Source: an optimization exercise on an open RTL-to-GDS flow (aim: small area). Production flows keep margins and buffers that such runs may drop.
In this exercise RTL edits were held to simulation tests only and were not proved equivalent to the original.
Power and IR drop assume default switching activity.

==> inputs of build 8 <==
==> flow/design.v <==
module reg_file_mp #(
    parameter int DATA_WIDTH = 32,
    parameter int ADDR_WIDTH = 5,
    parameter int NUM_READ   = 2,
    parameter bit ZERO_REG   = 1'b1
) (
    input  logic                           clk,
    input  logic                           reset,
    input  logic                           writeEnable,
    input  logic [ADDR_WIDTH-1:0]          writeAddress,
    input  logic [DATA_WIDTH-1:0]          writeData,
    input  logic [DATA_WIDTH/8-1:0]        writeByteEnable,
    input  logic                           issueValid,
    input  logic [ADDR_WIDTH-1:0]          issueAddress,
    input  logic [NUM_READ*ADDR_WIDTH-1:0] readAddress,
    output logic [NUM_READ*DATA_WIDTH-1:0] readData,
    output logic [NUM_READ-1:0]            readBusy,
    output logic [2**ADDR_WIDTH-1:0]       busyVector
);
    localparam int DEPTH  = 2**ADDR_WIDTH;
    localparam int NBYTES = DATA_WIDTH/8;
    logic [DATA_WIDTH-1:0]          mem_q [DEPTH];
    logic [DEPTH-1:0]               busy_q;
    logic [DEPTH-1:0]               busy_d;
    logic [DATA_WIDTH-1:0]          wr_merged_d;
    logic                           wr_commit_s;
    logic [NUM_READ*DATA_WIDTH-1:0] rd_data_q;
    logic [NUM_READ*DATA_WIDTH-1:0] rd_data_d;
    logic [NUM_READ-1:0]            rd_busy_q;
    logic [NUM_READ-1:0]            rd_busy_d;
    always_comb begin
        wr_merged_d = mem_q[writeAddress];
        for (int b = 0; b < NBYTES; b++) begin
            if (writeByteEnable[b]) begin
                wr_merged_d[8*b +: 8] = writeData[8*b +: 8];
            end else begin
                wr_merged_d[8*b +: 8] = mem_q[writeAddress][8*b +: 8];
            end
        end
        wr_commit_s = writeEnable &&
                      !(ZERO_REG && (writeAddress == {ADDR_WIDTH{1'b0}}));
    end
    always_comb begin
        busy_d = busy_q;
        for (int i = 0; i < DEPTH; i++) begin
            busy_d[i] = (ZERO_REG && (i == 0)) ? 1'b0 :
                        (issueValid  && (issueAddress == ADDR_WIDTH'(i)))  ? 1'b1 :
                        (writeEnable && (writeAddress == ADDR_WIDTH'(i)))  ? 1'b0 :
                        busy_q[i];
        end
    end
    always_comb begin
        rd_data_d = {(NUM_READ*DATA_WIDTH){1'b0}};
        rd_busy_d = {NUM_READ{1'b0}};
        for (int p = 0; p < NUM_READ; p++) begin
            rd_data_d[p*DATA_WIDTH +: DATA_WIDTH] =
                (ZERO_REG && (readAddress[p*ADDR_WIDTH +: ADDR_WIDTH] == {ADDR_WIDTH{1'b0}}))
                    ? {DATA_WIDTH{1'b0}} :
                (wr_commit_s && (writeAddress == readAddress[p*ADDR_WIDTH +: ADDR_WIDTH]))
                    ? wr_merged_d :
                mem_q[readAddress[p*ADDR_WIDTH +: ADDR_WIDTH]];
            rd_busy_d[p] = busy_d[readAddress[p*ADDR_WIDTH +: ADDR_WIDTH]];
        end
    end
    always_ff @(posedge clk) begin
        if (reset) begin
            for (int i = 0; i < DEPTH; i++) begin
                mem_q[i] <= {DATA_WIDTH{1'b0}};
            end
            busy_q    <= {DEPTH{1'b0}};
            rd_data_q <= {(NUM_READ*DATA_WIDTH){1'b0}};
            rd_busy_q <= {NUM_READ{1'b0}};
        end else begin
            if (wr_commit_s) begin
                mem_q[writeAddress] <= wr_merged_d;
            end
            busy_q    <= busy_d;
            rd_data_q <= rd_data_d;
            rd_busy_q <= rd_busy_d;
        end
    end
    assign readData   = rd_data_q;
    assign readBusy   = rd_busy_q;
    assign busyVector = busy_q;
endmodule
==> flow/run.sh <==
#!/bin/bash
# synth_recipe.tcl (not shown) runs the flow's synth.tcl, then flattens the netlist and writes it again
# the make line also repeats each setting of config.mk as NAME=value (left out here)
make -C /OpenROAD-flow-scripts/flow DESIGN_CONFIG=/design/flow/config.mk WORK_HOME=/design/flow/orfs CLKGATE_MAP_FILE= SYNTH_SCRIPT=/design/flow/synth_recipe.tcl finish
==> flow/config.mk <==
export PLATFORM = sky130hd
export DESIGN_NAME = reg_file_mp
export DESIGN_NICKNAME = reg_file_mp
export VERILOG_FILES = /design/flow/design.v
export SDC_FILE = /design/flow/constraint.sdc
export NUM_CORES = 4
export LEC_CHECK = 0
export CAP_MARGIN = 20
export CORE_MARGIN = 2
export CORE_UTILIZATION = 40
export SLEW_MARGIN = 20
==> flow/constraint.sdc <==
create_clock -name core_clock -period 5.0 [get_ports {clk}]
set_input_delay 1.0000 -clock core_clock [delete_from_list [all_inputs] [get_ports {clk}]]
set_output_delay 1.0000 -clock core_clock [all_outputs]
set_load 0.01 [all_outputs]
==> inputs of trial 30, as changes to build 8 <==
==> flow/design.v, changed modules only <==
module reg_file_mp #(
    parameter int DATA_WIDTH = 32,
    parameter int ADDR_WIDTH = 5,
    parameter int NUM_READ   = 2,
    parameter bit ZERO_REG   = 1'b1
) (
    input  logic                           clk,
    input  logic                           reset,
    input  logic                           writeEnable,
    input  logic [ADDR_WIDTH-1:0]          writeAddress,
    input  logic [DATA_WIDTH-1:0]          writeData,
    input  logic [DATA_WIDTH/8-1:0]        writeByteEnable,
    input  logic                           issueValid,
    input  logic [ADDR_WIDTH-1:0]          issueAddress,
    input  logic [NUM_READ*ADDR_WIDTH-1:0] readAddress,
    output logic [NUM_READ*DATA_WIDTH-1:0] readData,
    output logic [NUM_READ-1:0]            readBusy,
    output logic [2**ADDR_WIDTH-1:0]       busyVector
);
    localparam int DEPTH  = 2**ADDR_WIDTH;
    localparam int NBYTES = DATA_WIDTH/8;
    localparam int FIRST  = ZERO_REG ? 1 : 0;
    wire  [DATA_WIDTH-1:0]          mem_q [DEPTH];
    wire  [DEPTH-1:0]               busy_q;
    logic [NUM_READ*ADDR_WIDTH-1:0] rd_addr_q;
    if (ZERO_REG) begin : g_zero
        assign mem_q[0]  = {DATA_WIDTH{1'b0}};
        assign busy_q[0] = 1'b0;
    end
    logic [DATA_WIDTH-1:0] wr_data_s;
    assign wr_data_s = writeData & {DATA_WIDTH{~reset}};
    logic [NBYTES-1:0] byte_off_n;
    assign byte_off_n = ~(writeByteEnable | {NBYTES{reset}});
    for (genvar i = FIRST; i < DEPTH; i++) begin : g_reg
        logic                  wr_hit_s;
        logic                  row_off_n;
        logic [NBYTES-1:0]     byte_load_s;
        logic [DATA_WIDTH-1:0] word_q;
        logic                  busy_r;
        assign wr_hit_s  = writeEnable && (writeAddress == ADDR_WIDTH'(i));
        assign row_off_n = ~(wr_hit_s || reset);
        for (genvar b = 0; b < NBYTES; b++) begin : g_byte
            rf_nor2 u_load (.a(row_off_n), .b(byte_off_n[b]), .y(byte_load_s[b]));
            always_ff @(posedge clk) begin
                if (byte_load_s[b]) begin
                    word_q[8*b +: 8] <= wr_data_s[8*b +: 8];
                end
            end
        end
        always_ff @(posedge clk) begin
            if (reset) begin
                busy_r <= 1'b0;
            end else if (issueValid && (issueAddress == ADDR_WIDTH'(i))) begin
                busy_r <= 1'b1;
            end else if (wr_hit_s) begin
                busy_r <= 1'b0;
            end
        end
        assign mem_q[i]  = word_q;
        assign busy_q[i] = busy_r;
    end
    always_ff @(posedge clk) begin
        rd_addr_q <= readAddress;
    end
    localparam int NTERM  = DEPTH - FIRST;
    localparam int NGROUP = (NTERM + 2) / 3;
    for (genvar p = 0; p < NUM_READ; p++) begin : g_port
        logic [DEPTH-1:0] sel_s;
        always_comb begin
            for (int i = 0; i < DEPTH; i++) begin
                sel_s[i] = (rd_addr_q[p*ADDR_WIDTH +: ADDR_WIDTH] == ADDR_WIDTH'(i));
            end
        end
        for (genvar c = 0; c <= DATA_WIDTH; c++) begin : g_col
            logic [NGROUP-1:0] grp_n;
            for (genvar g = 0; g < NGROUP; g++) begin : g_grp
                localparam int R0 = FIRST + 3*g;
                logic [2:0] s_v, d_v;
                for (genvar k = 0; k < 3; k++) begin : g_k
                    if (R0 + k < DEPTH) begin : g_on
                        assign s_v[k] = sel_s[R0+k];
                        assign d_v[k] = (c == DATA_WIDTH) ? busy_q[R0+k] : mem_q[R0+k][c];
                    end else begin : g_off
                        assign s_v[k] = 1'b0;
                        assign d_v[k] = 1'b0;
                    end
                end
                if (R0 + 2 < DEPTH) begin : g_full
                    rf_aoi222 u_aoi (.a(s_v), .b(d_v), .y(grp_n[g]));
                end else begin : g_part
                    assign grp_n[g] = ~|(s_v & d_v);
                end
            end
            logic bit_s;
            assign bit_s = ~&grp_n;
            if (c == DATA_WIDTH) begin : g_busy
                assign readBusy[p] = bit_s;
            end else begin : g_data
                assign readData[p*DATA_WIDTH + c] = bit_s;
            end
        end
    end
    assign busyVector = busy_q;
endmodule
module rf_aoi222 (
    input  logic [2:0] a,
    input  logic [2:0] b,
    output logic       y
);
    assign y = ~|(a & b);
endmodule
module rf_nor2 (
    input  logic a,
    input  logic b,
    output logic y
);
    assign y = ~(a | b);
endmodule
SYNTH_HIERARCHICAL = 1   (was not set)
==> run notes <==
PWR
-------------------------------------------------------------
Clk. pwr                                            0.00985 W
Net switching share of the total power                  25.7%

SETUP PATH
-------------------------------------------------------------
Worst setup SP type                                input port
Startpoint of the most critical setup path       writeAddress[4]
Data arrival time of the critical path                4.06 ns

GLOBAL ROUTING
-------------------------------------------------------------
Met3 track demand over resource                         7.83%
Number of global-route vias before repair               43500
Overall fraction of global-route tracks in use          29.9%

ROUTE
-------------------------------------------------------------
Drt via density                                          6.84

OUTCOME
-------------------------------------------------------------
Run status                           timing/DRC/antenna clean

TIMING
-------------------------------------------------------------
Final period util                                       72.9%

PLACE
-------------------------------------------------------------
Cell Count Post-Placement                                6223

YOSYS
-------------------------------------------------------------
Most area-consuming cells after synthesis        sky130_fd_sc_hd__edfxtp_1 (48%), sky130_fd_sc_hd__mux4_2 (33%), sky130_fd_sc_hd__nor2_1 (6.0%)

LAYOUT
-------------------------------------------------------------
Antenna diode count                                         4

CLOCKING
-------------------------------------------------------------
Cells resized by post-CTS repair                            0

(the above is from build 8)
==> run notes <==
SETUP PATH
-------------------------------------------------------------
Startpoint of the most critical setup path       rd_addr_q[1]

TIMING
-------------------------------------------------------------
Final setup violation count                                19
Final period util                                        103%
Worst Setup Slack, final                            -0.162 ns

OUTCOME
-------------------------------------------------------------
Run status                                       complete, but fails checks
Checks that blocked a clean result               setup timing

PWR
-------------------------------------------------------------
Net switching share of the total power                  23.9%

GLOBAL ROUTING
-------------------------------------------------------------
Number of global-route vias before repair               29400
Grt peak-use layer                                       met2
Overall fraction of global-route tracks in use          28.9%
Met3 track demand over resource                         10.6%

PLACE
-------------------------------------------------------------
Cell Count Post-Placement                                3990
Post-detail-place hpwl                                 111 mm

CLOCKING
-------------------------------------------------------------
Cells resized by post-CTS repair                            2

LAYOUT
-------------------------------------------------------------
Antenna diode count                                        10

ROUTE
-------------------------------------------------------------
Drt via density                                          7.42

(the above is from trial 30)

-- separate check: timing with driven ports --
The results above use ideal ports. As a check the final layouts listed here were re-extracted and re-timed, cells and wires unchanged.
Step 1 sets driving cells, clkbuf_16 on the clock port and buf_2 on the other inputs (assumed; they add their load-dependent delay and slew).
Step 2 adds t to the input delays and takes it off the output delays; t is the mean of the earliest and latest rising clock arrival at the registers after step 1. Input paths then give back, and output paths get back, about the clock's delay inside the block.
a / b / c = ideal ports / drivers / drivers and shift; a / b = the first two.
run	t (ns)	slack for setup (ns)	slew at the worst register clock pin (ns)	worst slew at a driven data input, ns
build 8	0.855	1.355 / 1.308 / 0.454	0.06 / 0.06	0.12
trial 30	0.748	-0.162 / -0.233 / 0.515	0.07 / 0.07	0.24
For build 8, which loses most, drivers alone change the setup slack by -0.047 ns; drivers and shift together by -0.901 ns.
